From an optimization exercise on the open Yosys and OpenROAD flow, aimed at small area; shortcuts taken in it are not production practice.
In this exercise RTL edits were held to simulation tests only and were not proved equivalent to the original.
Power and IR drop assume default switching activity.

## fifo_wr_skid
module fifo_wr_skid #(
  parameter int DATA_WIDTH = 360,
  parameter int CNT_WIDTH  = 32
) (
  input  logic                  WR_CLK,
  input  logic                  WR_RST,
  input  logic [DATA_WIDTH-1:0] IN_DATA,
  input  logic                  IN_VALID,
  output logic                  IN_READY,
  input  logic                  FLUSH,
  output logic [DATA_WIDTH-1:0] WR_DATA,
  output logic                  WR_EN,
  input  logic                  WR_FULL,
  output logic [1:0]            BUF_CNT,
  output logic [CNT_WIDTH-1:0]  BEAT_CNT
);
==> flow/config.mk <==
export PLATFORM = sky130hd
export DESIGN_NAME = fifo_wr_skid
export DESIGN_NICKNAME = fifo_wr_skid
export VERILOG_FILES = /design/flow/design.v
export SDC_FILE = /design/flow/constraint.sdc
export NUM_CORES = 4
export LEC_CHECK = 0
export CAP_MARGIN = 10
export CORE_AREA = 2.3 2.72 198.26 195.84
export DIE_AREA = 0 0 200.28 200.28
export SLEW_MARGIN = 10
export SYNTH_HIERARCHICAL = 1
export SYNTH_MINIMUM_KEEP_SIZE = 0
==> flow/constraint.sdc <==
create_clock -name core_clock -period 4.0 [get_ports {WR_CLK}]
set_input_delay 0.8000 -clock core_clock [delete_from_list [all_inputs] [get_ports {WR_CLK}]]
set_output_delay 0.8000 -clock core_clock [all_outputs]
set_load 0.01 [all_outputs]
standard.sh (not shown) runs the stock make flow with config.mk's settings and CLKGATE_MAP_FILE= SYNTH_SCRIPT=/design/flow/synth_recipe.tcl, a recipe that flattens the netlist after the stock synthesis.
==> flow/flow/run.sh <==
#!/bin/bash
# The standard ORFS layout (standard.sh: standard synthesis, floorplan, place, CTS, route),
# with four changes to how the layout is made:
#  * port buffers use the smallest buffer cell instead of the flow's default pick;
#  * IO pins may sit on adjacent routing tracks, so the smaller die still fits every pin;
#  * the floorplan step only removes synthesis buffers instead of repairing timing before
#    placement (without placement the unbuffered 360-load select nets look far too slow and
#    the repair upsizes cells that are fast enough once the nets are buffered);
#  * CTS uses clkbuf_8 leaf buffers in clusters of up to 19 sinks and inserts no dummy loads.
set -euo pipefail
bash standard.sh \
  'BUFFER_PORTS_ARGS=-buffer_cell sky130_fd_sc_hd__buf_1' \
  'PLACE_PINS_ARGS=-min_distance 1 -min_distance_in_tracks' \
  REMOVE_ABC_BUFFERS=1 \
  'CTS_ARGS=-sink_clustering_enable -repair_clock_nets -dont_use_dummy_load -buf_list sky130_fd_sc_hd__clkbuf_8 -sink_clustering_size 19 -sink_clustering_max_diameter 80' \
  finish > standard_flow.log 2>&1
The starting point completed without violations.
Then changed:
--- a/flow/flow/run.sh
+++ b/flow/flow/run.sh
@@ -8,3 +8,3 @@
 #    the repair upsizes cells that are fast enough once the nets are buffered);
-#  * CTS uses clkbuf_8 leaf buffers in clusters of up to 19 sinks and inserts no dummy loads.
+#  * CTS uses clkbuf_8 leaf buffers in clusters of up to 18 sinks and inserts no dummy loads.
 set -euo pipefail
@@ -14,3 +14,3 @@
   REMOVE_ABC_BUFFERS=1 \
-  'CTS_ARGS=-sink_clustering_enable -repair_clock_nets -dont_use_dummy_load -buf_list sky130_fd_sc_hd__clkbuf_8 -sink_clustering_size 19 -sink_clustering_max_diameter 80' \
+  'CTS_ARGS=-sink_clustering_enable -repair_clock_nets -dont_use_dummy_load -buf_list sky130_fd_sc_hd__clkbuf_8 -sink_clustering_size 18 -sink_clustering_max_diameter 80' \
   finish > standard_flow.log 2>&1
--- a/flow/config.mk
+++ b/flow/config.mk
@@ -7,6 +7,6 @@
 export LEC_CHECK = 0
-export CAP_MARGIN = 10
+export CAP_MARGIN = 20
 export CORE_AREA = 2.3 2.72 198.26 195.84
 export DIE_AREA = 0 0 200.28 200.28
-export SLEW_MARGIN = 10
+export SLEW_MARGIN = 20
 export SYNTH_HIERARCHICAL = 1
Effect: The changed run produced a clean layout. Synthesized area is unchanged. Sequential cell count stays the same. Die area does not change. First-iteration DRC count decreases slightly. Power increases slightly. Final area is about the same. Final cell count hardly moves. Routed wire length increases slightly.

Setup of tundra:
fifo_wr_skid, a different RTL version from the one above (not shown whole).
Size in the first run: about 23000 um^2 of cells after synthesis.
Settings: LEC_CHECK=0, CAP_MARGIN=20, CORE_AREA=2.3 2.72 198.26 195.84, DIE_AREA=0 0 200.28 200.28, SLEW_MARGIN=20; clock period 4.0 ns.
==> flow/flow/run.sh <==
#!/bin/bash
# The standard ORFS layout (standard.sh: standard synthesis, floorplan, place, CTS, route),
# with three changes to how the layout is made:
#  * port buffers use the smallest buffer cell instead of the flow's default pick;
#  * IO pins may sit on adjacent routing tracks, so the smaller die still fits every pin;
#  * CTS uses clkbuf_8 leaf buffers in clusters of up to 15 sinks and inserts no dummy loads.
set -euo pipefail
bash standard.sh \
  'BUFFER_PORTS_ARGS=-buffer_cell sky130_fd_sc_hd__buf_1' \
  'PLACE_PINS_ARGS=-min_distance 1 -min_distance_in_tracks' \
  'CTS_ARGS=-sink_clustering_enable -repair_clock_nets -dont_use_dummy_load -buf_list sky130_fd_sc_hd__clkbuf_8 -sink_clustering_size 15 -sink_clustering_max_diameter 80' \
  finish > standard_flow.log 2>&1
What onyx does differently from tundra at the input level:
diff --git a/flow/flow/run.sh b/flow/flow/run.sh
--- a/flow/flow/run.sh
+++ b/flow/flow/run.sh
@@ -6 +6 @@
-#  * CTS uses clkbuf_8 leaf buffers in clusters of up to 15 sinks and inserts no dummy loads.
+#  * CTS uses clkbuf_8 leaf buffers in clusters of up to 18 sinks and inserts no dummy loads.
@@ -11 +11 @@
-  'CTS_ARGS=-sink_clustering_enable -repair_clock_nets -dont_use_dummy_load -buf_list sky130_fd_sc_hd__clkbuf_8 -sink_clustering_size 15 -sink_clustering_max_diameter 80' \
+  'CTS_ARGS=-sink_clustering_enable -repair_clock_nets -dont_use_dummy_load -buf_list sky130_fd_sc_hd__clkbuf_8 -sink_clustering_size 18 -sink_clustering_max_diameter 80' \
==> comparison <==
Going from tundra to onyx, the post-layout total power was found to have gone down by about 1.9%. The lower overall routed net length came out of onyx. met3 wire length on onyx is up relative to tundra.

-- re-timing with driven ports --
No port has a modelled driver above. Below, the same layouts with a new extraction and two added sets of constraints.
Step 1, drivers: a clkbuf_16 drives WR_CLK and a buf_2 each remaining input, both assumed.
Step 2 moves the port delays by t, midway between the first and last clock arrival at a register: inputs arrive t later, outputs are due t later. That takes back most of the time a late clock gives input paths.
Three values: no drivers, after step 1, after step 2; two values: the first two.
run | t, ns | setup WS [ns] | worst hold slack (ns) | pins driven straight from the clock port
the first run of note 1 | 0.682 | 1.003 / 1.033 / 0.353 | 0.376 / 0.354 / 0.484 | 1
the second run of note 1 | 0.687 | 0.979 / 1.011 / 0.324 | 0.377 / 0.353 / 0.483 | 1
tundra | 0.672 | 0.921 / 0.870 / 1.131 | 0.367 / 0.345 / 0.485 | 1
onyx | 0.677 | 0.927 / 0.878 / 1.125 | 0.378 / 0.365 / 0.490 | 1
After both steps setup and hold are still met in every run listed. The setup slack of the second run of note 1, which loses most, moves by +0.032 ns with the drivers and by -0.655 ns with both steps.
